This design comes from an exercise in tuning for small area on the open sky130 flow, not from production work. The RTL was checked by simulation tests, not by an equivalence proof against the original design. Power figures rest on the tool's default switching activity, not on a simulated workload.

==> flow/standard.sh <==
#!/bin/bash
# synth_recipe.tcl (not shown) runs the flow's synth.tcl, then flattens the netlist and writes it again
# the make line also repeats each setting of config.mk as NAME=value (left out here)
make -C /OpenROAD-flow-scripts/flow DESIGN_CONFIG=/design/flow/config.mk WORK_HOME=/design/flow/orfs CLKGATE_MAP_FILE= SYNTH_SCRIPT=/design/flow/synth_recipe.tcl "${@:-finish}"
==> flow/config.mk <==
export PLATFORM = sky130hd
export DESIGN_NAME = matmul_top
export DESIGN_NICKNAME = matmul_top
export VERILOG_FILES = /design/flow/design.v
export SDC_FILE = /design/flow/constraint.sdc
export NUM_CORES = 4
export LEC_CHECK = 0
export ABC_AREA = 1
export CAP_MARGIN = 20
export CORE_MARGIN = 2
export CORE_UTILIZATION = 65
export CTS_BUF_LIST = sky130_fd_sc_hd__clkbuf_16
export CTS_CLUSTER_DIAMETER = 65
export CTS_CLUSTER_SIZE = 25
export SLEW_MARGIN = 20
==> flow/flow/run.sh <==
#!/bin/bash
set -euo pipefail
export CTS_ARGS="-sink_clustering_enable -repair_clock_nets -buf_list sky130_fd_sc_hd__clkbuf_4 -sink_clustering_size 12 -sink_clustering_max_diameter 35 -dont_use_dummy_load"
export BUFFER_PORTS_ARGS="-buffer_cell sky130_fd_sc_hd__buf_1"
bash standard.sh > standard_flow.log 2>&1
==> flow/constraint.sdc <==
create_clock -name core_clock -period 8.0 [get_ports {clk}]
set_input_delay 1.6000 -clock core_clock [delete_from_list [all_inputs] [get_ports {clk}]]
set_output_delay 1.6000 -clock core_clock [all_outputs]
set_load 0.01 [all_outputs]
==> flow/design.v <==
module weight_unpack(packed_byte, weights);
  input [7:0] packed_byte;
  wire [7:0] packed_byte;
  output [8:0] weights;
  wire [8:0] weights;
  wire n0;
  wire n1;
  wire n10;
  wire n100;
  wire n101;
  wire n102;
  wire n103;
  wire n104;
  wire n105;
  wire n106;
  wire n107;
  wire n108;
  wire n109;
  wire n11;
  wire n110;
  wire n111;
  wire n112;
  wire n113;
  wire n114;
  wire n115;
  wire n116;
  wire n117;
  wire n118;
  wire n119;
  wire n12;
  wire n120;
  wire n121;
  wire n122;
  wire n123;
  wire n124;
  wire n125;
  wire n126;
  wire n127;
  wire n128;
  wire n129;
  wire n13;
  wire n130;
  wire n131;
  wire n132;
  wire n133;
  wire n134;
  wire n135;
  wire n136;
  wire n137;
  wire n138;
  wire n139;
  wire n14;
  wire n140;
  wire n141;
  wire n142;
  wire n143;
  wire n144;
  wire n145;
  wire n146;
  wire n147;
  wire n148;
  wire n15;
  wire n16;
  wire n17;
  wire n18;
  wire n19;
  wire n2;
  wire n20;
  wire n21;
  wire n22;
  wire n23;
  wire n24;
  wire n25;
  wire n26;
  wire n27;
  wire n28;
  wire n29;
  wire n3;
  wire n30;
  wire n31;
  wire n32;
  wire n33;
  wire n34;
  wire n35;
  wire n36;
  wire n37;
  wire n38;
  wire n39;
  wire n4;
  wire n40;
  wire n41;
  wire n42;
  wire n43;
  wire n44;
  wire n45;
  wire n46;
  wire n47;
  wire n48;
  wire n49;
  wire n5;
  wire n50;
  wire n51;
  wire n52;
  wire n53;
  wire n54;
  wire n55;
  wire n56;
  wire n57;
  wire n58;
  wire n59;
  wire n6;
  wire n60;
  wire n61;
  wire n62;
  wire n63;
  wire n64;
  wire n65;
  wire n66;
  wire n67;
  wire n68;
  wire n69;
  wire n7;
  wire n70;
  wire n71;
  wire n72;
  wire n73;
  wire n74;
  wire n75;
  wire n76;
  wire n77;
  wire n78;
  wire n79;
  wire n8;
  wire n80;
  wire n81;
  wire n82;
  wire n83;
  wire n84;
  wire n85;
  wire n86;
  wire n87;
  wire n88;
  wire n89;
  wire n9;
  wire n90;
  wire n91;
  wire n92;
  wire n93;
  wire n94;
  wire n95;
  wire n96;
  wire n97;
  wire n98;
  wire n99;
  wire [7:0] q;
  assign n131 = 4'h1 >> { packed_byte[5], packed_byte[6] };
  assign n130 = 4'h2 >> { n131, packed_byte[7] };
  assign n129 = 4'h4 >> { n130, packed_byte[5] };
  assign n128 = 4'h2 >> { n129, packed_byte[6] };
  assign n127 = 4'h2 >> { n130, packed_byte[5] };
  assign n126 = 4'h1 >> { n127, packed_byte[4] };
  assign n125 = 4'h2 >> { n126, n128 };
  assign n124 = 4'h8 >> { n131, packed_byte[7] };
  assign n123 = 4'h1 >> { n124, n125 };
  assign n122 = 4'h1 >> { n123, packed_byte[4] };
  assign n121 = 4'h1 >> { n124, n128 };
  assign n120 = 4'h8 >> { n121, packed_byte[4] };
  assign n119 = 4'h1 >> { n120, n122 };
  assign n118 = 4'h4 >> { n119, packed_byte[3] };
  assign n117 = 4'h1 >> { n127, n129 };
  assign n116 = 4'h1 >> { n117, n122 };
  assign n115 = 4'h4 >> { n124, packed_byte[4] };
  assign n114 = 4'h1 >> { n115, n116 };
  assign n113 = 4'h1 >> { n114, n118 };
  assign n112 = 4'h1 >> { n121, n125 };
  assign n111 = 4'h1 >> { n112, n113 };
  assign n110 = 4'h1 >> { n111, packed_byte[3] };
  assign n109 = 4'h2 >> { n112, n114 };
  assign n108 = 4'h8 >> { n109, packed_byte[3] };
  assign n107 = 4'h1 >> { n108, n110 };
  assign n106 = 4'h4 >> { n107, packed_byte[2] };
  assign n105 = 4'h1 >> { n110, n119 };
  assign n104 = 4'h8 >> { n112, n118 };
  assign n103 = 4'h1 >> { n104, n105 };
  assign n102 = 4'h1 >> { n103, n106 };
  assign n101 = 4'h1 >> { n109, n113 };
  assign n100 = 4'h1 >> { n101, n102 };
  assign n99 = 4'h1 >> { n100, packed_byte[2] };
  assign n98 = 4'h1 >> { n101, n105 };
  assign n97 = 4'h8 >> { n98, packed_byte[2] };
  assign n96 = 4'h1 >> { n97, n99 };
  assign n95 = 4'h4 >> { n96, packed_byte[1] };
  assign n94 = 4'h1 >> { n99, n107 };
  assign n93 = 4'h8 >> { n101, n106 };
  assign n92 = 4'h1 >> { n93, n94 };
  assign n91 = 4'h1 >> { n92, n95 };
  assign n90 = 4'h1 >> { n98, n102 };
  assign n89 = 4'h1 >> { n90, n91 };
  assign n88 = 4'h2 >> { n100, packed_byte[7] };
  assign n87 = 4'h4 >> { n88, n111 };
  assign n86 = 4'h2 >> { n87, n123 };
  assign n85 = 4'h8 >> { n88, n131 };
  assign n84 = 4'h2 >> { n100, n124 };
  assign n82 = 4'h1 >> { n83, n86 };
  assign n81 = 4'h4 >> { n100, n130 };
  assign n80 = 4'h1 >> { n81, n88 };
  assign n79 = 4'h4 >> { n80, n111 };
  assign n78 = 4'h4 >> { n79, n89 };
  assign n77 = 4'h1 >> { n78, n82 };
  assign n76 = 4'h1 >> { n79, n82 };
  assign n75 = 4'h2 >> { n82, n89 };
  assign n74 = 4'h1 >> { n75, n76 };
  assign n72 = 4'h4 >> { n73, n89 };
  assign n71 = 4'h1 >> { n76, n89 };
  assign n69 = 4'h1 >> { n70, n75 };
  assign n68 = 4'h2 >> { n90, n92 };
  assign n67 = 4'h1 >> { n68, n91 };
  assign n66 = 4'h1 >> { n89, packed_byte[1] };
  assign n65 = 4'h8 >> { n68, packed_byte[1] };
  assign n64 = 4'h1 >> { n65, n66 };
  assign n63 = 4'h4 >> { n64, packed_byte[0] };
  assign n62 = 4'h1 >> { n66, n96 };
  assign n61 = 4'h8 >> { n90, n95 };
  assign n60 = 4'h1 >> { n61, n62 };
  assign n59 = 4'h1 >> { n60, n63 };
  assign n58 = 4'h1 >> { n59, n67 };
  assign n57 = 4'h2 >> { n58, n80 };
  assign n56 = 4'h8 >> { n57, n69 };
  assign n55 = 4'h8 >> { n69, n80 };
  assign n54 = 4'h4 >> { n55, n58 };
  assign n53 = 4'h8 >> { n70, n80 };
  assign n52 = 4'h1 >> { n53, n88 };
  assign n51 = 4'h1 >> { n52, n111 };
  assign n50 = 4'h8 >> { n52, n111 };
  assign n49 = 4'h1 >> { n50, n51 };
  assign n48 = 4'h4 >> { n52, n111 };
  assign n47 = 4'h2 >> { n52, n111 };
  assign n46 = 4'h1 >> { n47, n48 };
  assign n43 = 4'h4 >> { n44, n45 };
  assign n42 = 4'h1 >> { n83, n130 };
  assign n41 = 4'h1 >> { n88, n130 };
  assign n39 = 4'h1 >> { n40, n43 };
  assign n38 = 4'h2 >> { n43, n130 };
  assign n36 = 4'h8 >> { n37, n125 };
  assign n35 = 4'h8 >> { n125, n130 };
  assign n34 = 4'h4 >> { n35, n43 };
  assign n33 = 4'h1 >> { n37, n73 };
  assign n31 = 4'h1 >> { n33, n32 };
  assign n30 = 4'h2 >> { n32, n73 };
  assign weights[8] = 4'h1 >> { n32, n40 };
  assign n29 = 4'h4 >> { weights[8], n43 };
  assign n28 = 4'h1 >> { n29, n30 };
  assign n27 = 4'h8 >> { n40, n43 };
  assign n26 = 4'h1 >> { n27, n73 };
  assign n25 = 4'h8 >> { n27, n73 };
  assign n24 = 4'h1 >> { n25, n26 };
  assign n23 = 4'h2 >> { n27, n73 };
  assign n22 = 4'h4 >> { n27, n73 };
  assign n21 = 4'h1 >> { n22, n23 };
  assign n20 = 4'h1 >> { n70, n80 };
  assign n19 = 4'h1 >> { n20, n53 };
  assign n18 = 4'h1 >> { n43, n58 };
  assign n17 = 4'h8 >> { n18, n69 };
  assign n16 = 4'h1 >> { n17, n19 };
  assign weights[5] = 4'h1 >> { n16, n45 };
  assign n15 = 4'h8 >> { n44, n58 };
  assign n14 = 4'h1 >> { n15, n18 };
  assign n13 = 4'h8 >> { n14, weights[5] };
  assign n12 = 4'h1 >> { n18, n69 };
  assign n11 = 4'h1 >> { n12, n17 };
  assign n10 = 4'h1 >> { n11, n13 };
  assign weights[4] = 4'h1 >> { n10, n32 };
  assign n9 = 4'h1 >> { n14, weights[5] };
  assign n8 = 4'h1 >> { n9, n11 };
  assign n7 = 4'h8 >> { n9, n11 };
  assign n6 = 4'h1 >> { n7, n8 };
  assign n5 = 4'h1 >> { n6, n32 };
  assign n4 = 4'h4 >> { n9, n11 };
  assign n3 = 4'h2 >> { n9, n11 };
  assign n2 = 4'h1 >> { n3, n32 };
  assign n1 = 4'h4 >> { n2, n4 };
  assign n0 = 4'h1 >> { n4, n32 };
  assign n148 = 4'h4 >> { n0, n3 };
  assign n147 = 4'h1 >> { n62, n67 };
  assign n146 = 4'h1 >> { n147, n59 };
  assign n145 = 4'h8 >> { n147, packed_byte[0] };
  assign n144 = 4'h1 >> { n145, n146 };
  assign n143 = 4'h2 >> { n146, n64 };
  assign n142 = 4'h1 >> { n143, n144 };
  assign n141 = 4'h4 >> { n145, n64 };
  assign n140 = 4'h1 >> { n141, n146 };
  assign weights[2] = 4'h1 >> { n139, n32 };
  assign n138 = 4'h4 >> { n143, n145 };
  assign n137 = 4'h2 >> { n145, n64 };
  assign n136 = 4'h4 >> { n137, n146 };
  assign weights[1] = 4'h1 >> { n135, n32 };
  assign n134 = 4'h1 >> { n58, packed_byte[0] };
  assign n133 = 4'h1 >> { n134, n145 };
  assign weights[0] = 4'h1 >> { n133, n32 };
  assign n83 = 4'he >> { n85, n84 };
  assign n73 = 4'hb >> { n77, n74 };
  assign n70 = 4'he >> { n72, n71 };
  assign n45 = 4'he >> { n56, n54 };
  assign n44 = 4'hb >> { n49, n46 };
  assign n40 = 4'he >> { n42, n41 };
  assign n37 = 4'he >> { n39, n38 };
  assign n32 = 4'he >> { n36, n34 };
  assign n132 = 4'hb >> { n31, n28 };
  assign weights[6] = 4'hb >> { n24, n21 };
  assign weights[3] = 8'hfe >> { n5, n1, n148 };
  assign n139 = 4'hb >> { n142, n140 };
  assign n135 = 4'he >> { n138, n136 };
  assign weights[7] = 2'h1 >> n132;
  assign q[7:6] = 2'h0;
endmodule
module mac_row (
    input  logic clk,
    input  logic [2:0] w,
    input  logic [7:0] act,
    input  logic fresh,
    output logic [16:0] head
);
    logic [3:0][16:0] ring;
    logic [8:0] mag;
    logic [8:0] x;
    logic [9:0] t;
    logic [16:0] base;
    logic [17:0] c;
    logic [16:0] sum;
    always_comb begin
        case (w[1:0])
            2'd1: mag = {act[7], act[7], act[7:1]};
            2'd3: mag = {act[7], act};
            2'd2: mag = {act, 1'b0};
            default: mag = 9'd0;
        endcase
    end
    assign x = mag ^ {9{w[2]}};
    assign t = {~x[8], x};
    assign base = fresh ? 17'd0 : ring[0];
    assign c[0] = w[2];
    genvar i;
    generate
        for (i = 0; i < 10; i++) begin : g_add
            assign sum[i] = base[i] ^ t[i] ^ c[i];
            assign c[i+1] = (base[i] & t[i]) | (c[i] & (base[i] ^ t[i]));
        end
        for (i = 10; i < 17; i++) begin : g_inc
            assign sum[i] = base[i] ^ c[i];
            assign c[i+1] = base[i] & c[i];
        end
    endgenerate
    always_ff @(posedge clk) begin
        ring <= {sum, ring[3:1]};
    end
    assign head = ring[0];
endmodule
module matmul_top (
    input  logic clk,
    input  logic reset,
    input  logic [7:0] weight_in,
    input  logic [7:0] act_in,
    input  logic read_req,
    output logic read_ack,
    output logic [7:0] out_data,
    output logic out_valid
);
    localparam logic [2:0] st_idle = 3'd0;
    localparam logic [2:0] st_drain = 3'd1;
    localparam logic [2:0] st_capture = 3'd2;
    localparam logic [2:0] st_ack = 3'd3;
    localparam logic [2:0] st_stream = 3'd4;
    logic [9:0] cyc;        
    logic [1:0] slice;
    logic [7:0] nblk;       
    logic [2:0] state;
    logic end_seen;
    logic busy;             
    logic [1:0] frem;       
    logic late;             
    logic late_next;
    logic flush, capture, fresh, inj, stream_done;
    assign flush = (slice == 2'd3);
    assign capture = (state == st_capture);
    assign read_ack = (state == st_ack);
    assign fresh = (frem != 2'd0);
    assign slice = cyc[1:0];
    assign nblk = cyc[9:2];
    assign inj = capture | (busy & (cyc[9:2] == 8'd0) & (cyc[1:0] != 2'd3));
    assign out_valid = busy & (cyc != 10'd0);
    assign stream_done = ~busy;
    always_ff @(posedge clk) begin
        if (reset) begin
            cyc <= {8'hff, 2'd0};
        end else if (capture) begin
            cyc <= 10'd0;
        end else begin
            cyc <= cyc + 10'd1;
        end
    end
    always_ff @(posedge clk) begin
        if (reset) begin
            busy <= 1'b0;
        end else if (capture) begin
            busy <= 1'b1;
        end else if (cyc == 10'd48) begin
            busy <= 1'b0;
        end
    end
    always_ff @(posedge clk) begin
        if (reset) begin
            state <= st_idle;
            end_seen <= 1'b0;
        end else begin
            case (state)
                st_idle: if (read_req) state <= st_drain;
                st_drain: if (flush && end_seen) state <= st_capture;
                st_capture: state <= st_ack;
                st_ack: if (!read_req) state <= st_stream;
                st_stream: if (stream_done) state <= st_idle;
                default: state <= st_idle;
            endcase
            if (state == st_idle) begin
                end_seen <= flush;
            end else if (state == st_drain && flush) begin
                end_seen <= 1'b1;
            end
        end
    end
    always_ff @(posedge clk) begin
        if (reset) begin
            frem <= 2'd2;
        end else if (capture) begin
            frem <= 2'd1;
        end else if (flush && frem != 2'd0) begin
            frem <= frem - 2'd1;
        end
    end
    always_ff @(posedge clk) begin
        late <= late_next;
    end
    logic [7:0] ncap;
    always_ff @(posedge clk) begin
        if (capture) begin
            ncap <= nblk;
        end
    end
    logic [8:0] wdec;
    logic [8:0] wl1, wl2, wl3;
    logic [11:0][2:0] wcur;
    logic [7:0] d1, d2, d3;
    logic [7:0] act;
    logic [7:0] act_d4;
    weight_unpack u_unpack (
        .packed_byte (weight_in),
        .weights     (wdec)
    );
    always_ff @(posedge clk) begin
        wl1 <= wdec;
        wl2 <= wl1;
        wl3 <= wl2;
        d1 <= act_in;
        d2 <= d1;
        d3 <= d2;
        act_d4 <= d3;
    end
    always_ff @(posedge clk) begin
        if (flush) begin
            wcur <= {wdec, wl1, wl2, wl3};
        end
    end
    assign late_next = capture | (late & ~flush);
    always_ff @(posedge clk) begin
        act <= late_next ? act_d4 : d3;
    end
    logic [11:0][16:0] head;
    genvar r, k;
    generate
        for (r = 0; r < 12; r++) begin : g_row
            mac_row u_row (
                .clk   (clk),
                .w     (wcur[r]),
                .act   (act),
                .fresh (fresh),
                .head  (head[r])
            );
        end
    endgenerate
    logic [45:1][7:0] conv;
    generate
        for (k = 1; k < 45; k++) begin : g_conv
            if (k % 4 == 1) begin : g_inj
                always_ff @(posedge clk) begin
                    conv[k] <= inj ? head[k / 4][16:9] : conv[k + 1];
                end
            end else begin : g_shift
                always_ff @(posedge clk) begin
                    conv[k] <= conv[k + 1];
                end
            end
        end
    endgenerate
    always_ff @(posedge clk) begin
        conv[45] <= head[11][16:9];
    end
    always_ff @(posedge clk) begin
        out_data <= conv[1] - ncap;
    end
endmodule
==> results of run 1 <==
-- synth_stat cells, types with 44 or more instances --
cell type,count
o21ai_0,45
xor2_1,92
nand2_1,304
fa_1,109
mux2_2,96
inv_1,267
a21oi_1,87
o22ai_1,80
edfxtp_1,44
clkbuf_1,51
ha_1,88
dfxtp_1,1269
-- cell families after synthesis --
logic type                 count (synthesis)  share of synthesized area [%]
DFF                                     1313                           73.2
buffers and inverters                    344                           3.54
AOI/OAI and AO/OA                        228                           3.59
muxes                                     96                           2.96
adders and majority gates                197                           8.99
and+or+nand+nor                          407                           4.66
xor gates and xnor gates                 129                           3.09
-- sequential cells by signal, summed over array words and instances (netlist names) --
| register | flops |
|---|---|
| wcur | 36 |
| end_seen | 1 |
| frem | 2 |
| out_data | 8 |
| wl2 | 9 |
| state | 3 |
| act_d4 | 8 |
| act | 8 |
| conv | 360 |
| late | 1 |
| wl3 | 9 |
| d3 | 8 |
| d1 | 8 |
| wl1 | 9 |
| cyc | 10 |
| busy | 1 |
| ncap | 8 |
| d2 | 8 |
| g_row.u_row.ring | 816 |
-- how the worst min path moves through the flow --
stage,startpoint,to,slack [ns],depth (start not counted)
finish,d2[3]$_DFF_P_,d3[3]$_DFF_P_,0.27,0
global route,d2[3]$_DFF_P_,d3[3]$_DFF_P_,0.27,0
global placement,g_row[9].u_row.ring[47]$_DFF_P_,g_row[9].u_row.ring[30]$_DFF_P_,0.31,0
CTS,conv[225]$_DFF_P_,conv[217]$_DFF_P_,0.27,0
floorplan,conv[112]$_DFF_P_,conv[104]$_DFF_P_,0.31,0
detailed placement,g_row[11].u_row.ring[67]$_DFF_P_,g_row[11].u_row.ring[50]$_DFF_P_,0.31,0
-- per-layer routing --
layer	global-route usage, %	vias to the layer above	wire [microns]
li1	-	8735	-
met5	0	-	0
met2	31.2	386	24500
met4	8.85	0	1580
met1	24.4	8251	23300
met3	4.59	154	2650
-- final cells by class --
| cell class | count | area, sq um | share of cell area (%) |
|---|---|---|---|
| Multi-Input combinational cell | 1057 | 8530 | 22.1 |
| Inverter | 276 | 1040 | 2.69 |
| Antenna cell | 5 | 12.5 | 0.0325 |
| Clock buffer | 146 | 1100 | 2.84 |
| Tap cell | 748 | 936 | 2.43 |
| Sequential cell | 1313 | 26700 | 69.3 |
| Timing Repair Buffer | 43 | 218 | 0.565 |
-- metrics by stage --
stage	worst slack, ns	std cells	util (%)	total power (uW)	hold slack [ns]
floorplan	1.88	2714	-	10600	0.310
global placement	1.43	3437	67.7	11300	0.310
detailed placement	1.26	3437	67.7	11400	0.312
CTS	1.28	3583	69.7	14100	0.271
global route	0.872	3585	69.7	14800	0.268
finish	1.34	3588	69.7	13900	0.275
-- where the power goes --
part	internal, uW	total, uW	switching, uW
clock	844	2620	1780
combinational	874	2370	1490
sequential	8370	8880	503
total	10100	13900	3780
==> run notes, run 1 <==
Syn. warnings=2; Crit path largest cell delay=0.72 ns; worst-path cell chain=inv_1, ha_4, buf_4, nand2_1, nand2_1, o21ai_0, fa_1, fa_1, fa_1, fa_1, fa_1, fa_1, fa_1, fa_1, inv_1, fa_1, ha_1, ha_1, ha_1, ha_1, ha_1, ha_1, xnor2_1; H-tree levels=4; Fmax=150 MHz; Top FF cell, synth=dfxtp_1; vias in the first global route=18217; Worst-Skew Late Latency=0.98 ns; TritonCTS clock tree=built; DRC viols=0; Worst Hold Class=reg -> reg; fin area=38600 sq um; EDFF count, synth=44; Antenna Nets Post-Route=0; origin of the worst setup path=frem[0]$_SDFFE_PP0P_; Worst Path Buf+Inv=3; CP Launch Type=flop; routed length per instance=14.5 microns; Post-Synthesis Cells=2714; leading cell type in the layout, fill and taps excluded=dfxtp_1; via/cell ratio=4.88; GR Util All Layers=19.2%; drt pass-1 iters=6; Setup violations, final=0; Worst path depth=23; worst vdd ir=0.000212 V; Post-Syn Area=36500 sq um; starting density of the core=66.0%; Placer Congestion=0.784; Port Buffer Count=28; endpoint type of the worst setup path=flop; syn_nets=2930; fin. max-slew vios=0; largest net degree at the start of global routing=67; I/O pin count=29; final worst path period need=6.66 ns; postcts setup bufs=0; vias=17526; Final Hold Violating Endpoints=0; # rows=86; reg2reg start=frem[0]$_SDFFE_PP0P_; crit path kind=reg -> reg; fillers=3981; clk sinks=1313; Max clock buf depth=3; Slowest-stage cell, CP=buf_4; Mapped Avg Cell Area=13.5 sq um; most frequent cell on the critical path=fa_1; TritonCTS Buffers=146; Placed Instance Area=37400 sq um; CTS resizes=0; Synth cell types=39; Total Wirelength=52000 microns; Max-Cap Viols=0; post-synth top area cell=dfxtp_1; RSZ-0062 raised after global routing=false; FF-to-FF End=g_row[7].u_row.ring[67]$_DFF_P_; commonest cells after routing, fill and taps aside=1269 x dfxtp_1, 303 x nand2_1, 267 x inv_1; GRT Residual Overflow=0; Max-slew headroom=32.3%; clock root buffer=clkbuf_4; Worst Path Arrival=7.56 ns; share of cells above drive strength 1=10.5%; post-synthesis sequential area ratio=73.2%; Clk pin slew, worst setup/hold paths=0.10 ns; die area=58100 sq um; floorplan die height=241 microns; Crit Path Max Fanout=66; period utilisation layout=83.2%; Die W=241 microns; flop2flop setup slack=1.34 ns; cell family with most CP delay=adder cells; WP data required=8.91 ns; synthesized flop and latch total=1313; area share of the largest cell type after synthesis=69.6%; Leak Pwr=0.0169 uW; # hold bufs at CTS=0; Worst Tran Pin Value=1.02 ns; final setup TNS=0 ns; Final #Nets=3053; global-route wire length before repair=87300 microns; initial antenna violation count=2; iteration-0 DRC count of the detailed router=770; Placeable Area=55300 sq um; Setup crit end=g_row[7].u_row.ring[67]$_DFF_P_; Layout Skew=0.0698 ns; status=no timing/DRC/antenna violations; area growth from synthesis to layout=5.55%; P per Cell Area=360 nW/um^2; largest cells by area after synthesis=dfxtp_1 70%, fa_1 6.0%, edfxtp_1 3.6%; dpl hpwl=33300 microns; fraction of registers with async set/reset=0%; reg2reg path depth=23
==> run 2, diff against run 1 <==
==> flow/flow/run.sh (replaced) <==
#!/bin/bash
set -euo pipefail
export CTS_ARGS="-sink_clustering_enable -repair_clock_nets -buf_list sky130_fd_sc_hd__clkbuf_4 -sink_clustering_size 12 -sink_clustering_max_diameter 40 -dont_use_dummy_load"
export BUFFER_PORTS_ARGS="-buffer_cell sky130_fd_sc_hd__buf_1"
bash standard.sh > standard_flow.log 2>&1
==> run 2 against run 1 <==
Fmax rose by 0.14%. Power fell by 0.36%. Sequential power barely moved. Synthesized area did not move. Largest cell class unchanged. Combinational power barely moved. Critical endpoint unchanged. Worst setup slack improved by 0.0096 ns. Still clean on timing, DRC and antenna. Via count rose by 0.11%. Clock power fell by 2%. Hold slack got worse by 0.016 ns. Clock skew rose by 0.016 ns. Cell area fell by 0.15%. Flip-flop and latch count did not move.
==> run notes, run 2 <==
Max-Cap Viols=0 (unchanged); H-tree levels=4 (unchanged); Worst-Skew Late Latency=0.95 ns (was 0.98 ns); I/O pin count=29 (unchanged); Slowest-stage cell, CP=buf_4 (unchanged); Crit path largest cell delay=0.70 ns (was 0.72 ns); post-synthesis compound-gate area fraction=3.59% (unchanged); post-synthesis mux area share=2.96% (unchanged); Post-Synthesis Cells=2714 (unchanged); Crit Path Max Fanout=66 (unchanged); leading cell type in the layout, fill and taps excluded=dfxtp_1 (unchanged); Leak Pwr=0.0169 uW (about the same); FF+latch area=26700 sq um (unchanged); global-route wire length before repair=87000 microns (was 87300 microns); Antenna Nets Post-Route=0 (unchanged); iteration-0 DRC count of the detailed router=707 (was 770); Top Registers=g_row.u_row.ring (816), conv (360), wcur (36) (unchanged); drt pass-1 iters=5 (was 6); vias in the first global route=18168 (was 18217); Worst Tran Pin Value=1.01 ns (was 1.02 ns); clk sinks=1313 (unchanged); Pwr Total=13800 uW (was 13900 uW); cell family with most CP delay=adder cells (unchanged); Hold Slack=0.259 ns (was 0.275 ns); Worst Path Arrival=7.53 ns (was 7.56 ns); Fmax=150 MHz (about the same); RSZ-0062 raised after global routing=false (unchanged); Worst Path Buf+Inv=3 (unchanged); main combinational cell family by area after synthesis=adder cells (unchanged); vias=17545 (was 17526); area of the multi-input gates=8530 sq um (unchanged); initial antenna violation count=1 (was 2); fin. max-slew vios=0 (unchanged); CTS resizes=0 (unchanged); via/cell ratio=4.90 (was 4.88); area share of the largest cell type after synthesis=69.6% (unchanged); share of cells above drive strength 1=10.3% (was 10.5%); Synth cell types=39 (unchanged); status=no timing/DRC/antenna violations (unchanged); top-count cell post-synth=dfxtp_1 (unchanged); worst-path cell chain=inv_1, ha_4, buf_4, nand2_1, nand2_1, o21ai_0, fa_1, fa_1, fa_1, fa_1, fa_1, fa_1, fa_1, fa_1, inv_1, fa_1, ha_1, ha_1, ha_1, ha_1, ha_1, ha_1, xnor2_1 (unchanged); Setup violations, final=0 (unchanged); Max-slew headroom=32.5% (was 32.3%); Clk pin slew, worst setup/hold paths=0.11 ns (was 0.10 ns); WP data required=8.88 ns (was 8.91 ns); floorplan die height=241 microns (unchanged); commonest cells after routing, fill and taps aside=1269 x dfxtp_1, 303 x nand2_1, 267 x inv_1 (unchanged); CP Launch Type=flop (unchanged); P per Cell Area=359 nW/um^2 (was 360 nW/um^2); fillers=3977 (was 3981); die area=58100 sq um (unchanged); Largest register FFs=816 (unchanged); Worst Hold Class=reg -> reg (unchanged); Max clock buf depth=3 (unchanged); Total Wirelength=51800 microns (was 52000 microns); largest reg by FF count=g_row.u_row.ring (unchanged); EDFF count, synth=44 (unchanged); post-synthesis sequential area ratio=73.2% (unchanged); Placeable Area=55300 sq um (unchanged); final worst path period need=6.65 ns (was 6.66 ns); Layout Utilization=69.6% (was 69.7%); starting density of the core=66.0% (unchanged); TritonCTS clock tree=built (unchanged); clock root buffer=clkbuf_4 (unchanged); Post-synth top cells=1269 x dfxtp_1, 304 x nand2_1, 267 x inv_1 (unchanged); GR Util All Layers=19.1% (was 19.2%); routed length per instance=14.5 microns (about the same); area growth from synthesis to layout=5.40% (was 5.55%); Post-Syn Area=36500 sq um (unchanged); Port Buffer Count=28 (unchanged); largest net degree at the start of global routing=67 (unchanged); Synth Area in Adders=8.99% (unchanged); Final #Nets=3046 (was 3053); most frequent cell on the critical path=fa_1 (unchanged); Synth Area in Simple Gates=4.66% (unchanged); synthesized flop and latch total=1313 (unchanged); # hold bufs at CTS=0 (unchanged); XOR/XNOR share of the synthesized area=3.09% (unchanged); fraction of registers with async set/reset=0% (unchanged); Placer Congestion=0.784 (unchanged); postcts setup bufs=0 (unchanged); dpl hpwl=33300 microns (unchanged); Die W=241 microns (unchanged); crit path kind=reg -> reg (unchanged); Syn. warnings=2 (unchanged); GRT Residual Overflow=0 (unchanged); Top FF cell, synth=dfxtp_1 (unchanged); TritonCTS Buffers=139 (was 146); worst vdd ir=0.000214 V (was 0.000212 V); Layout Skew=0.0856 ns (was 0.0698 ns); Final Hold Violating Endpoints=0 (unchanged); period utilisation layout=83.1% (was 83.2%); final setup TNS=0 ns (unchanged); post-synth top area cell=dfxtp_1 (unchanged); # rows=86 (unchanged); Mapped Avg Cell Area=13.5 sq um (unchanged); DRC viols=0 (unchanged); endpoint type of the worst setup path=flop (unchanged); syn_nets=2930 (unchanged); largest cells by area after synthesis=dfxtp_1 70%, fa_1 6.0%, edfxtp_1 3.6% (unchanged)
run 2: cell counts after synthesis:
Identical to the previous run, type by type.
run 2: area by class of cell:
class                           count  share of cell area (%)
Antenna cell                        3                  0.0195
Clock buffer                      139                    2.71
Inverter                          276                    2.69
Multi-Input combinational cell   1057                    22.2
Sequential cell                  1313                    69.4
Tap cell                          748                    2.43
Timing Repair Buffer               43                   0.566
run 2: worst paths after layout:
kind                                   start                               to  slack (ns)  cells after the start
min          g_row[9].u_row.ring[35]$_DFF_P_  g_row[9].u_row.ring[18]$_DFF_P_        0.26                      0
max reg2reg             frem[0]$_SDFFE_PP0P_  g_row[7].u_row.ring[67]$_DFF_P_        1.35                     23
min reg2reg  g_row[9].u_row.ring[35]$_DFF_P_  g_row[9].u_row.ring[18]$_DFF_P_        0.26                      0
max                     frem[0]$_SDFFE_PP0P_  g_row[7].u_row.ring[67]$_DFF_P_        1.35                     23
run 2: cell families after synthesis:
group / count (synthesis)
flops: 1313
simple gates: 407
buf+inv: 344
compound gates: 228
fa+ha+maj: 197
xor+xnor: 129
mux: 96
run 2: power breakdown:
group / switching (uW) / total (uW) / internal (uW)
registers: 500 / 8870 / 8370
logic: 1500 / 2370 / 874
clock network: 1770 / 2570 / 805
run 2: through the flow:
step	worst slack, ns	cell area [sq um]	instances
detailed placement	1.26	37400	3437
CTS	1.28	38500	3576
finish	1.35	38500	3579
global placement	1.43	37400	3437
global route	0.886	38500	3577
floorplan	1.88	36500	2714
run 2: per-layer routing:
layer | up-vias | wire length (microns) | share of wire (%) | global-route usage [%]
met5 | - | 0 | 0 | 0
met4 | 0 | 1600 | 3.1 | 9.41
met3 | 134 | 2620 | 5.1 | 4.06
met2 | 432 | 24500 | 47 | 31.1
met1 | 8247 | 23100 | 45 | 24.4
li1 | 8732 | - | - | -
==> run 3, diff against run 2 <==
==> flow/flow/run.sh (replaced) <==
#!/bin/bash
set -euo pipefail
export CTS_ARGS="-sink_clustering_enable -repair_clock_nets -buf_list sky130_fd_sc_hd__clkbuf_4 -sink_clustering_size 12 -sink_clustering_max_diameter 40 -dont_use_dummy_load"
export BUFFER_PORTS_ARGS="-buffer_cell sky130_fd_sc_hd__buf_1"
bash standard.sh synth > synth.log 2>&1
NET=orfs/results/${FLOW_PLATFORM:-sky130hd}/matmul_top/base/1_2_yosys.v
cp "$NET" 1_2_yosys.standard.v
if ! python3 flow/peephole.py "$NET" > peephole.log 2>&1; then
  cp 1_2_yosys.standard.v "$NET"
fi
touch "$NET"
bash standard.sh > standard_flow.log 2>&1
==> flow/flow/peephole.py (new file) <==
#!/usr/bin/env python3
"""Local clean-ups of the synthesized gate netlist (ORFS 1_2_yosys.v), each
replacing cells by ones of the same function and smaller total area:
  A) a nand2/nor2 whose only load is an inverter becomes an and2/or2;
  B) a ripple chain of full adders whose sum outputs are all inverted is
     turned around (the full adder of the complemented inputs gives the
     complemented outputs), dropping those inverters.
Registers are not touched.  Usage: peephole.py NETLIST (rewritten in place)."""
import re, sys, collections

path = sys.argv[1]
text = open(path).read()
m = re.search(r'^(module .*?;\n)(.*?)(^endmodule)', text, re.S | re.M)
head, body, tail = text[:m.start(2)], m.group(2), text[m.end(2):]
inst_re = re.compile(r'^  (sky130_fd_sc_hd__\w+) (\S+) \((.*?)\);\n', re.S | re.M)
decls, cells = [], collections.OrderedDict()
pos = 0
for im in inst_re.finditer(body):
    decls.append(body[pos:im.start()])
    pos = im.end()
    pins = collections.OrderedDict((p, n.strip()) for p, n in re.findall(r'\.(\w+)\(([^()]*)\)', im.group(3)))
    cells[im.group(2)] = [im.group(1).replace('sky130_fd_sc_hd__', ''), pins]
decls.append(body[pos:])
OUTS = {'X', 'Y', 'Q', 'Q_N', 'SUM', 'COUT'}
ports = set()
for line in head.split('\n'):
    mm = re.match(r'\s*(input|output)\s*(\[\d+:\d+\])?\s*(\S+);', line)
    if mm:
        if mm.group(2):
            hi, lo = map(int, mm.group(2)[1:-1].split(':'))
            for i in range(lo, hi + 1):
                ports.add('%s[%d]' % (mm.group(3), i))
        else:
            ports.add(mm.group(3))

def index():
    drv, loads = {}, collections.defaultdict(list)
    for name, (typ, pins) in cells.items():
        for p, n in pins.items():
            if p in OUTS:
                drv[n] = (name, p)
            else:
                loads[n].append((name, p))
    return drv, loads

newid = [0]
def fresh_net():
    newid[0] += 1
    n = '_pp%05d_' % newid[0]
    extra_wires.append(n)
    return n
extra_wires = []
stats = collections.Counter()

# ---- B: full-adder chains with inverted sums ----
drv, loads = index()
def only_load(n):
    l = loads.get(n, [])
    return l[0] if len(l) == 1 and n not in ports else None
def sum_inverted(fa):
    l = only_load(cells[fa][1]['SUM'])
    return l is not None and cells[l[0]][0] == 'inv_1'
nxt, inpin = {}, {}
for name, (typ, pins) in cells.items():
    if typ.startswith('fa_'):
        l = only_load(pins['COUT'])
        if l and cells[l[0]][0].startswith('fa_'):
            nxt[name] = l[0]
            inpin[l[0]] = l[1]
prev = {v: k for k, v in nxt.items()}
flip_pairs = {('nand2_1', 'and2_1'), ('and2_1', 'nand2_1'), ('nor2_1', 'or2_1'), ('or2_1', 'nor2_1'),
              ('xor2_1', 'xnor2_1'), ('xnor2_1', 'xor2_1')}
flip_of = dict(flip_pairs)
def complement_input(fa, pin, dead):
    """Make pin of fa see the complement of its net; return area change."""
    n = cells[fa][1][pin]
    d = drv.get(n)
    if d and only_load(n) and n not in ports:
        dtyp = cells[d[0]][0]
        if dtyp in flip_of:
            ntyp = flip_of[dtyp]
            opin = 'Y' if ntyp in ('nand2_1', 'nor2_1', 'xnor2_1') else 'X'
            pins = cells[d[0]][1]
            cells[d[0]] = [ntyp, collections.OrderedDict(
                [(p, v) for p, v in pins.items() if p not in OUTS] + [(opin, n)])]
            return 0.0 if dtyp.startswith('x') else (2.5 if dtyp in ('nand2_1', 'nor2_1') else -2.5)
        if dtyp == 'inv_1':
            cells[fa][1][pin] = cells[d[0]][1]['A']
            dead.add(d[0])
            return -3.75
    nn = fresh_net()
    cells['_ppi%05d_' % newid[0]] = ['inv_1', collections.OrderedDict([('A', n), ('Y', nn)])]
    cells[fa][1][pin] = nn
    return 3.75
dead = set()
for start in [f for f in cells if cells[f][0].startswith('fa_') and f not in prev]:
    chain = [start]
    while chain[-1] in nxt:
        chain.append(nxt[chain[-1]])
    # keep the longest runs whose sums are all inverted
    runs, cur = [], []
    for f in chain:
        if sum_inverted(f):
            cur.append(f)
        else:
            if cur: runs.append(cur)
            cur = []
    if cur: runs.append(cur)
    for run in runs:
        if len(run) < 2:
            continue
        # estimate: inverters on sums go away (-3.75 each); inputs are flipped
        gain = -3.75 * len(run)
        snapshot = {k: (v[0], collections.OrderedDict(v[1])) for k, v in cells.items() if k in run or True}
        trial_dead = set()
        delta = gain
        for i, f in enumerate(run):
            for p in ('A', 'B', 'CIN'):
                if i > 0 and inpin.get(f) == p:
                    continue  # the carry from the previous, flipped, adder
                delta += complement_input(f, p, trial_dead)
        # last carry out: its loads need the true value back
        last = run[-1]
        co = cells[last][1]['COUT']
        lco = only_load(co)
        if lco and cells[lco[0]][0] == 'inv_1':
            cells[last][1]['COUT'] = cells[lco[0]][1]['Y']
            trial_dead.add(lco[0])
            delta -= 3.75
        elif loads.get(co) or co in ports:
            nn = fresh_net()
            cells[last][1]['COUT'] = nn
            cells['_ppi%05d_' % newid[0]] = ['inv_1', collections.OrderedDict([('A', nn), ('Y', co)])]
            delta += 3.75
        if delta < 0:
            for f in run:
                s = cells[f][1]['SUM']
                inv = only_load(s)[0]
                cells[f][1]['SUM'] = cells[inv][1]['Y']
                dead.add(inv)
            dead |= trial_dead
            stats['B_runs'] += 1
            stats['B_fas'] += len(run)
            stats['B_area'] += delta
        else:
            # undo
            for k in list(cells):
                if k not in snapshot:
                    del cells[k]
            for k, v in snapshot.items():
                cells[k] = [v[0], v[1]]
        drv, loads = index()
for d in dead:
    cells.pop(d, None)

# ---- A: nand2/nor2 -> inverter ----
drv, loads = index()
for name in list(cells):
    if name not in cells:
        continue
    typ, pins = cells[name]
    if typ in ('nand2_1', 'nor2_1'):
        n = pins['Y']
        l = loads.get(n, [])
        if len(l) == 1 and n not in ports and cells[l[0][0]][0] == 'inv_1':
            inv = l[0][0]
            cells[name] = ['and2_1' if typ == 'nand2_1' else 'or2_1',
                           collections.OrderedDict([('A', pins['A']), ('B', pins['B']), ('X', cells[inv][1]['Y'])])]
            del cells[inv]
            stats['A'] += 1
drv, loads = index()

out = [head]
out.append(decls[0])
for w in extra_wires:
    out.append('  wire %s;\n' % w)
for name, (typ, pins) in cells.items():
    out.append('  sky130_fd_sc_hd__%s %s (\n%s\n  );\n' % (typ, name, ',\n'.join(
        '    .%s(%s%s)' % (p, n, ' ' if n.startswith('\\') else '') for p, n in pins.items())))
out.append(''.join(decls[1:]))
out.append(tail)
open(path, 'w').write(''.join(out))
print('peephole:', dict(stats))
==> run 3 against run 2 <==
Combinational power is 5% lower. Cell count shrank 4.6%. Synthesized area decreased by 0.50%. Cell area fell by 0.28%. Sequential share of layout area up 0.19 points. Largest power group unchanged. Clock skew is 0.0030 ns lower. Hold slack improved by 0.0074 ns. Power decreased by 0.55%. Fmax decreased by 5.0%. Clock power up 2%. Still clean. Critical path depth down 2.
==> run notes, run 3 <==
vias in the first global route=17484 (was 18168); Layout Skew=0.0826 ns (was 0.0856 ns); Layout Utilization=69.5% (was 69.6%); status=no timing/DRC/antenna violations (unchanged); Placer Congestion=0.828 (was 0.784); I/O pin count=29 (unchanged); Crit path largest cell delay=0.48 ns (was 0.70 ns); # hold bufs at CTS=0 (unchanged); RSZ-0062 raised after global routing=false (unchanged); via/cell ratio=4.99 (was 4.90); largest reg by FF count=g_row.u_row.ring (unchanged); postcts setup bufs=0 (unchanged); Fmax=143 MHz (was 150 MHz); Final Hold Violating Endpoints=0 (unchanged); CP Launch Type=flop (unchanged); die area=57800 sq um (was 58100 sq um); P per Cell Area=358 nW/um^2 (was 359 nW/um^2); global-route wire length before repair=87000 microns (about the same); Worst Path Arrival=7.83 ns (was 7.53 ns); post-route insts no fill=3413 (was 3579); Total Wirelength=52600 microns (was 51800 microns); Top Registers=g_row.u_row.ring (816), conv (360), wcur (36) (unchanged); vias=17015 (was 17545); cell family with most CP delay=adder cells (unchanged); endpoint type of the worst setup path=flop (unchanged); WP data required=8.83 ns (was 8.88 ns); iteration-0 DRC count of the detailed router=1033 (was 707); GRT Residual Overflow=0 (unchanged); Leak Pwr=0.0163 uW (was 0.0169 uW); Clk pin slew, worst setup/hold paths=0.11 ns (about the same); leading cell type in the layout, fill and taps excluded=dfxtp_1 (unchanged); Port Buffer Count=28 (unchanged); worst vdd ir=0.000180 V (was 0.000214 V); Worst Tran Pin Value=0.866 ns (was 1.01 ns); syn_nets=2759 (was 2930); Antenna Nets Post-Route=0 (unchanged); Max-Cap Viols=0 (unchanged); dpl hpwl=32800 microns (was 33300 microns); final setup TNS=0 ns (unchanged); Max clock buf depth=3 (unchanged); Slowest-stage cell, CP=fa_1 (was buf_4); starting density of the core=65.8% (was 66.0%); GR Util All Layers=19.3% (was 19.1%); hold depth=0 (unchanged); largest net degree at the start of global routing=129 (was 67); initial antenna violation count=2 (was 1); commonest cells after routing, fill and taps aside=1269 x dfxtp_1, 182 x and2_1, 142 x clkbuf_4 (was 1269 x dfxtp_1, 303 x nand2_1, 267 x inv_1); Syn. warnings=2 (unchanged); Largest register FFs=816 (unchanged); Hold Slack=0.266 ns (was 0.259 ns); Worst path depth=21 (was 23); # rows=86 (unchanged); Worst Path Buf+Inv=2 (was 3); area of the multi-input gates=8990 sq um (was 8530 sq um); Max-slew headroom=42.3% (was 32.5%); final worst path period need=7.00 ns (was 6.65 ns); fin. max-slew vios=0 (unchanged); drt pass-1 iters=6 (was 5); Worst-Skew Late Latency=0.98 ns (was 0.95 ns); Setup violations, final=0 (unchanged); period utilisation layout=87.5% (was 83.1%); Placeable Area=55200 sq um (was 55300 sq um); floorplan die height=240 microns (was 241 microns); TritonCTS clock tree=built (unchanged); reg2reg path depth=21 (was 23); most frequent cell on the critical path=fa_1 (unchanged); Mapped Avg Cell Area=14.3 sq um (was 13.5 sq um); Post-Synthesis Cells=2543 (was 2714); CTS resizes=0 (unchanged); worst-path cell chain=inv_1, buf_4, o22ai_1, a21oi_1, xnor2_1, fa_1, fa_1, fa_1, fa_1, fa_1, fa_1, fa_1, fa_1, fa_1, ha_1, ha_1, ha_1, ha_1, ha_1, ha_1, xnor2_1 (was inv_1, ha_4, buf_4, nand2_1, nand2_1, o21ai_0, fa_1, fa_1, fa_1, fa_1, fa_1, fa_1, fa_1, fa_1, inv_1, fa_1, ha_1, ha_1, ha_1, ha_1, ha_1, ha_1, xnor2_1); cell count after placement=3268 (was 3437); Crit Path Max Fanout=12 (was 66); area growth from synthesis to layout=5.64% (was 5.40%); share of cells above drive strength 1=11.2% (was 10.3%); routed length per instance=15.4 microns (was 14.5 microns); clock root buffer=clkbuf_4 (unchanged); Post-Syn Area=36300 sq um (was 36500 sq um); Worst Hold Class=reg -> reg (unchanged); clk sinks=1313 (unchanged); TritonCTS Buffers=142 (was 139); H-tree levels=4 (unchanged); Final #Nets=2881 (was 3046); fillers=3949 (was 3977); crit path kind=reg -> reg (unchanged); DRC viols=0 (unchanged); Die W=240 microns (was 241 microns); FF+latch area=26700 sq um (unchanged)
-- run 3: changes by cell type in the layout (fill, tap and decap cells not counted) --
cell | previous run | this run
and2_1 | 0 | 182
nand2_1 | 303 | 121
inv_1 | 267 | 96
xnor2_1 | 37 | 99
xor2_1 | 92 | 30
clkbuf_4 | 139 | 142
nor2_1 | 42 | 40
buf_12 | 0 | 1
buf_16 | 0 | 1
buf_4 | 15 | 16
diode_2 | 3 | 2
nor2_2 | 1 | 2
or2_1 | 2 | 3
-- run 3: worst register-to-register path: stages, from the launching register on --
cell and delay (ns):
dfxtp_1 0.33, inv_1 0.40, buf_4 0.26, o22ai_1 0.09, a21oi_1 0.16, xnor2_1 0.10
fa_1 0.44, fa_1 0.48, fa_1 0.47, fa_1 0.46, fa_1 0.46, fa_1 0.47
fa_1 0.47, fa_1 0.46, fa_1 0.46, ha_1 0.23, ha_1 0.21, ha_1 0.20
ha_1 0.20, ha_1 0.20, ha_1 0.20, xnor2_1 0.12
-- run 3: worst paths after layout --
path | start | end | slack, ns
worst min-delay path | conv[88]$_DFF_P_ | conv[80]$_DFF_P_ | 0.27
worst max register to register | act[0]$_DFF_P_ | g_row[0].u_row.ring[67]$_DFF_P_ | 1.0
worst max-delay path | act[0]$_DFF_P_ | g_row[0].u_row.ring[67]$_DFF_P_ | 1.0
worst min register to register | conv[88]$_DFF_P_ | conv[80]$_DFF_P_ | 0.27
-- run 3: routing by layer --
metal / track usage [%] / wire length [microns]
met1: 26.2 / 24700
met5: 0 / 0
met3: 4.51 / 2640
met2: 29.8 / 23700
met4: 8.85 / 1540
-- run 3: layout make-up --
class                      instances  share of cell area, %
antenna                            2                 0.0130
clock buffer                     142                   2.78
inverter                         105                   1.03
multi-input combinational       1057                   23.4
sequential                      1313                   69.6
tap                              748                   2.44
timing repair buffer              46                  0.711
-- run 3: power by group --
| group | total [uW] | switching [uW] | internal (uW) |
|---|---|---|---|
| clock network | 2630 | 1810 | 821 |
| registers | 8850 | 476 | 8370 |
| logic | 2260 | 1380 | 880 |
| total | 13700 | 3670 | 10100 |
-- run 3: per-stage QoR --
stage / setup slack (ns) / cell area [sq um] / power (uW)
2_1_floorplan: 1.42 / 36300 / 10400
3_3_place_gp: 1.09 / 37300 / 11200
3_5_place_dp: 1.00 / 37300 / 11300
4_1_cts: 0.964 / 38400 / 13900
5_1_grt: 0.632 / 38400 / 14600
6_report: 1.00 / 38400 / 13700

[afterwards: timing with drivers on the ports]
In the flow no input, the clock included, has a driving cell. The finished layouts below were timed again as built, in two steps.
Step 1 (the two cells are an assumption about what drives the block):
set clk [get_ports {clk}]
set_driving_cell -lib_cell sky130_fd_sc_hd__clkbuf_16 $clk
set_driving_cell -lib_cell sky130_fd_sc_hd__buf_2 [delete_from_list [all_inputs] $clk]
Step 2 moves the port delays by t, midway between the first and last clock arrival at a register: inputs arrive t later, outputs are due t later. That takes back most of the time a late clock gives input paths.
Slacks: ideal / step 1 / step 2; pairs: ideal / step 1.
run | t (ns) | slack for setup (ns) | hold WS [ns] | worst setup path after step 2
run 1 | 0.996 | 1.342 / 1.342 / 1.342 | 0.275 / 0.275 / 0.275 | register to register
run 2 | 0.963 | 1.352 / 1.352 / 1.352 | 0.259 / 0.259 / 0.259 | register to register
run 3 | 0.999 | 1.000 / 1.000 / 1.000 | 0.266 / 0.266 / 0.266 | register to register
After both steps every run listed still meets setup and hold.
